Background: an optimization exercise with open tools, aiming at a short achievable clock period and few clock cycles per item. Do not read the settings as production practice.
The RTL was checked by simulation tests, not by an equivalence proof against the original design.
The clock port is modelled as an ideal driver; clocking choices that lean on that would not hold on a real chip.
Power is estimated from default activity; no workload was simulated.

## matrix_vector_multiply_core
module matrix_vector_multiply_core (
  input  logic                                clk,
  input  logic                                rst_n,
  input  logic                                in_valid,
  output logic                                in_stall,
  input  logic [25:0]                         in_data,
  output logic                                out_valid,
  input  logic                                out_stall,
  output logic [56:0]                         out_data,
  input  logic                                psel,
  input  logic                                penable,
  input  logic                                pwrite,
  input  logic [mvm_pkg::CFG_ADDR_BITS-1:0]   paddr,
  input  logic [mvm_pkg::CFG_DATA_BITS-1:0]   pwdata,
  output logic [mvm_pkg::CFG_DATA_BITS-1:0]   prdata,
  output logic                                pready
);
Size in the first run: ~11,000 cells after synthesis, about 5,500 flip-flops, roughly 160 I/O pins, about 0.20 sq mm of cells after synthesis.
==> module mvm_ram, before the edit <==
module mvm_ram (
  input  logic        clk,
  input  logic        we,
  input  logic [7:0]  waddr,
  input  logic [15:0] wdata,
  input  logic [7:0]  raddr,
  input  logic [15:0] rsel_lo,
  output logic [15:0] rdata
);
  logic [4095:0] mem;
  logic [15:0]   wsel_hi_r, wsel_lo_r;
  logic          wv_r;
  logic [7:0]    wa_r;
  logic [15:0]   wd_r;
  logic [255:0]  grp_r;
  logic [3:0]    hi_r;
  logic          fwd_r;
  logic [15:0]   fwd_d_r;
  always_ff @(posedge clk) begin
    wv_r <= we;
    wa_r <= waddr;
    wd_r <= wdata;
    for (int i = 0; i < 16; i++) begin
      wsel_hi_r[i] <= we && (waddr[7:4] == 4'(i));
      wsel_lo_r[i] <= (waddr[3:0] == 4'(i));
    end
  end
  for (genvar k = 0; k < 256; k++) begin : g_ent
    always_ff @(posedge clk) begin
      if (wsel_hi_r[k/16] && wsel_lo_r[k%16]) begin
        mem[k*16 +: 16] <= wd_r;
      end
    end
  end
  for (genvar g = 0; g < 16; g++) begin : g_grp
    logic [15:0] sel;
    always_comb begin
      sel = '0;
      for (int i = 0; i < 16; i++) begin
        sel = sel | (mem[(g*16+i)*16 +: 16] & {16{rsel_lo[i]}});
      end
    end
    always_ff @(posedge clk) begin
      grp_r[g*16 +: 16] <= sel;
    end
  end
  always_ff @(posedge clk) begin
    hi_r    <= raddr[7:4];
    fwd_r   <= wv_r && (wa_r == raddr);
    fwd_d_r <= wd_r;
    rdata   <= fwd_r ? fwd_d_r : grp_r[hi_r*16 +: 16];
  end
endmodule
export LEC_CHECK = 0
export ABC_CLOCK_PERIOD_IN_PS = 2500
export CAP_MARGIN = 20
export CORE_MARGIN = 2
export CORE_UTILIZATION = 40
export SETUP_SLACK_MARGIN = 5
export SLEW_MARGIN = 20
export SYNTH_MEMORY_MAX_BITS = 8192
create_clock -name core_clock -period 8.0 [get_ports {clk}]
standard.sh (not shown) runs the stock make flow with config.mk's settings and CLKGATE_MAP_FILE= SYNTH_SCRIPT=/design/flow/synth_recipe.tcl, a recipe that flattens the netlist after the stock synthesis.
==> flow/flow/run.sh <==
#!/bin/bash
set -euo pipefail
work=$(pwd)
bash standard.sh SETUP_SLACK_MARGIN=5.4 MAX_REPAIR_ANTENNAS_ITER_DRT=10 PRE_DETAIL_PLACE_TCL="$work/flow/pre_dpl.tcl" POST_CTS_TCL="$work/flow/post_cts.tcl" finish > "$work/standard_finish.log" 2>&1
grep -h "pre_dpl:" "$work"/orfs/logs/*/matrix_vector_multiply_core/base/3_5_place_dp.log > "$work/hooks_summary.log" || true
grep -h "post_cts:" "$work"/orfs/logs/*/matrix_vector_multiply_core/base/4_1_cts.log >> "$work/hooks_summary.log" || true
test -f "$work/out/final.def"
Other scripts of this flow, unchanged in this note and not shown: flow/flow/post_cts.tcl, flow/flow/pre_dpl.tcl
Testbench counts at the start, summed over its fixed seeds: cycles 71,928, items 65,248.
Then changed:
--- a/flow/design.v
+++ b/flow/design.v
@@ -26,7 +26,8 @@
   logic [7:0]    wa_r;
   logic [15:0]   wd_r;
   logic [255:0]  grp_r;
-  logic [3:0]    hi_r;
+  logic [15:0]   hi_sel_r;    
+  logic [15:0]   grp_pick;
   logic          fwd_r;
   logic [15:0]   fwd_d_r;
   always_ff @(posedge clk) begin
@@ -57,11 +58,19 @@
       grp_r[g*16 +: 16] <= sel;
     end
   end
+  always_comb begin
+    grp_pick = '0;
+    for (int g = 0; g < 16; g++) begin
+      grp_pick = grp_pick | (grp_r[g*16 +: 16] & {16{hi_sel_r[g]}});
+    end
+  end
   always_ff @(posedge clk) begin
-    hi_r    <= raddr[7:4];
+    for (int g = 0; g < 16; g++) begin
+      hi_sel_r[g] <= (raddr[7:4] == 4'(g));
+    end
     fwd_r   <= wv_r && (wa_r == raddr);
     fwd_d_r <= wd_r;
-    rdata   <= fwd_r ? fwd_d_r : grp_r[hi_r*16 +: 16];
+    rdata   <= fwd_r ? fwd_d_r : grp_pick;
   end
 endmodule
 module mvm_ctrl (
Outcome: Sequential power barely changes. Wire length climbs slightly. Maximum frequency is about the same. Critical path depth is unchanged. Worst hold slack gets better by 0.0081 ns.
Testbench counts after the change, summed over its fixed seeds: cycles 71,928, items 65,248.

== run 3 ==
matrix_vector_multiply_core, a different RTL version from the one above (not shown whole).
Size in the first run: ~11,000 cells after synthesis.
clock: 8.0 ns
lec_check: 0
abc_clock_period_in_ps: 2500
cap_margin: 20
core_margin: 2
core_utilization: 40
setup_slack_margin: 5
slew_margin: 20
synth_memory_max_bits: 8192
==> flow/flow/run.sh <==
#!/bin/bash
# Own layout flow: the standard flow (standard.sh, standard synthesis and
# all ORFS steps unchanged) with one hook after clock tree synthesis,
# post_cts.tcl, which lets the clock port drive the top clock buffers itself.
set -euo pipefail
work=$(pwd)
bash standard.sh POST_CTS_TCL="$work/flow/post_cts.tcl" finish > "$work/standard_finish.log" 2>&1
grep -h "post_cts:" "$work"/orfs/logs/*/matrix_vector_multiply_core/base/4_1_cts.log > "$work/post_cts_summary.log" || true
test -f "$work/out/final.def"
==> flow/flow/post_cts.tcl <==
set block [ord::get_db_block]
set clk_net [$block findNet clk]
set root_its {}
foreach it [$clk_net getITerms] { lappend root_its $it }
if {[llength $root_its] == 1} {
  set root [[lindex $root_its 0] getInst]
  set master [[$root getMaster] getName]
  set out_net ""
  foreach it [$root getITerms] {
    if {[$it isOutputSignal]} { set out_net [$it getNet] }
  }
  set loads {}
  if {$out_net ne "" && $out_net ne "NULL"} {
    foreach it [$out_net getITerms] {
      if {[$it getInst] != $root} { lappend loads $it }
    }
  }
  set ok [expr {[string match "sky130_fd_sc_hd__clkbuf_*" $master] && [llength $loads] > 0 && [llength $loads] <= 4 && [llength [$out_net getBTerms]] == 0}]
  foreach it $loads {
    if {![string match "sky130_fd_sc_hd__clkbuf_*" [[[$it getInst] getMaster] getName]]} { set ok 0 }
  }
  if {$ok} {
    puts "post_cts: removing root buffer [$root getName] ($master), clock port now drives [llength $loads] buffers"
    foreach it $loads {
      $it disconnect
      $it connect $clk_net
    }
    odb::dbInst_destroy $root
    odb::dbNet_destroy $out_net
  } else {
    puts "post_cts: root buffer left in place"
  }
} else {
  puts "post_cts: clock port drives [llength $root_its] cells, nothing to do"
}

estimate_parasitics -placement
report_clock_latency
set saved_margin $::env(SETUP_SLACK_MARGIN)
set ::env(SETUP_SLACK_MARGIN) 5.3
repair_timing_helper
set ::env(SETUP_SLACK_MARGIN) $saved_margin
detailed_placement
check_placement -verbose
report_worst_slack
The flow completed for run 3, but it is not clean: the layout still shows antenna violations.
Testbench counts of run 3, summed over its fixed seeds: cycles 71,928, items 65,248.
Here is what was changed in the inputs of run 1 compared with run 3.
--- a/flow/design.v
+++ b/flow/design.v
@@ -137,13 +137,12 @@
       in_stall_r <= (tok_sum >= 5'(TOK_LIMIT));
     end
   end
 endmodule
 module mvm_datapath (
   input  logic        clk,
-  input  logic        rst_n,
   input  logic        rst_q,
   input  logic        vec_we,
   input  logic [7:0]  vec_addr,
   input  logic [15:0] vec_data,
   input  logic [7:0]  col,
   input  logic [15:0] col_lo_sel,
@@ -286,23 +285,20 @@
   end
   localparam int H = W / 2;
   logic         done6, fin6;
   logic [15:0]  row6;
   logic [H:0]   lo6;
   logic [H-1:0] hi0_6, hi1_6;
-  logic [H-1:0] hx_s, hx_c;
-  assign hx_s = acc_s[W-1:H] ^ acc_c[W-1:H];
-  assign hx_c = {acc_s[W-2:H] & acc_c[W-2:H], 1'b0};
   always_ff @(posedge clk) begin
     if (!rst_q) done6 <= 1'b0;
     else        done6 <= done5;
     fin6  <= fin5;
     row6  <= row5;
     lo6   <= {1'b0, acc_s[H-1:0]} + {1'b0, acc_c[H-1:0]};
     hi0_6 <= acc_s[W-1:H] + acc_c[W-1:H];
-    hi1_6 <= hx_s + {hx_c[H-1:1], 1'b1};
+    hi1_6 <= acc_s[W-1:H] + acc_c[W-1:H] + H'(1);
   end
   logic [56:0]          fifo_mem [D];
   logic [56:0]          new_ent;
   logic [$clog2(D)-1:0] wp_r, rp_r, rp_1;
   logic [$clog2(D):0]   cnt_r, cnt_hold, cnt_take;
   logic                 have;
@@ -323,23 +319,20 @@
     end
     out_r <= out_stall ? head0 : out_take;
     if (!rst_q) begin
       wp_r        <= '0;
       rp_r        <= '0;
       cnt_r       <= '0;
+      out_valid_r <= 1'b0;
       out_taken   <= 1'b0;
     end else begin
       if (done6) wp_r <= wp_r + 1'b1;
       rp_r        <= (out_stall || !have) ? rp_r : rp_1;
       cnt_r       <= out_stall ? cnt_hold : cnt_take;
-      out_taken   <= out_stall ? 1'b0 : have;
-    end
-    if (!rst_n || !rst_q) begin
-      out_valid_r <= 1'b0;
-    end else begin
       out_valid_r <= out_stall ? (cnt_hold != '0) : (cnt_take != '0);
+      out_taken   <= out_stall ? 1'b0 : have;
     end
   end
   assign out_valid = out_valid_r;
   assign out_data  = out_r;
 endmodule
 module mvm_csa #(
@@ -448,13 +441,12 @@
     .row_last  (row_last),
     .row_fin   (row_fin),
     .row_num   (row_num)
   );
   mvm_datapath u_datapath (
     .clk       (clk),
-    .rst_n     (rst_n),
     .rst_q     (rst_q),
     .vec_we    (vec_we),
     .vec_addr  (vec_addr),
     .vec_data  (vec_data),
     .col       (col),
     .col_lo_sel (col_lo_sel),
Findings:
- Looking at the reports, run 1 completed the entire flow and the layout it produced met the timing, DRC and antenna checks.
- Run 3 → run 1: post-synthesis sequential area ratio increased by 0.21 points relative to the old numbers, first-pass iteration count of the detailed router increased by 1 relative to the old numbers, worst stage delay on the critical path increased by 0.08 ns relative to the old numbers, total power decreased by 0.51% relative to the old numbers.
- Diff run 3 and run 1: routed length per instance higher in run 1
- Run 3 → run 1: floorplan die area essentially unchanged; number of ordinary and repair buffers in the finished layout moved up.
Testbench counts of run 1, summed over its fixed seeds: cycles 71,928, items 65,248.

[port drivers added, routing unchanged]
In the flow no input, the clock included, has a driving cell. The finished layouts below were timed again as built, in two steps. Step 1: set_driving_cell puts a clkbuf_16 on clk and a buf_2 on each other input, an assumption about the parent block. Step 2 times the ports against the registers' clock, not the clock port: input delays grow and output delays shrink by t, the midpoint of the rising clock arrivals with the driver on. Three values: ideal, step 1, step 2; two values: the first two.
| run | t (ns) | setup WS [ns] | worst slew at a driven data input, ns |
|---|---|---|---|
| the first run of note 1 | 1.024 | 5.181 / 4.951 / 4.746 | 0.07 |
| the second run of note 1 | 1.012 | 5.175 / 4.943 / 4.838 | 0.10 |
| run 3 | 1.000 | 5.124 / 4.896 / 4.435 | 0.06 |
| run 1 | 1.008 | 5.121 / 4.917 / 4.370 | 0.20 |
The setup slack of run 1, which loses most, moves by -0.204 ns with the drivers and by -0.751 ns with both steps.
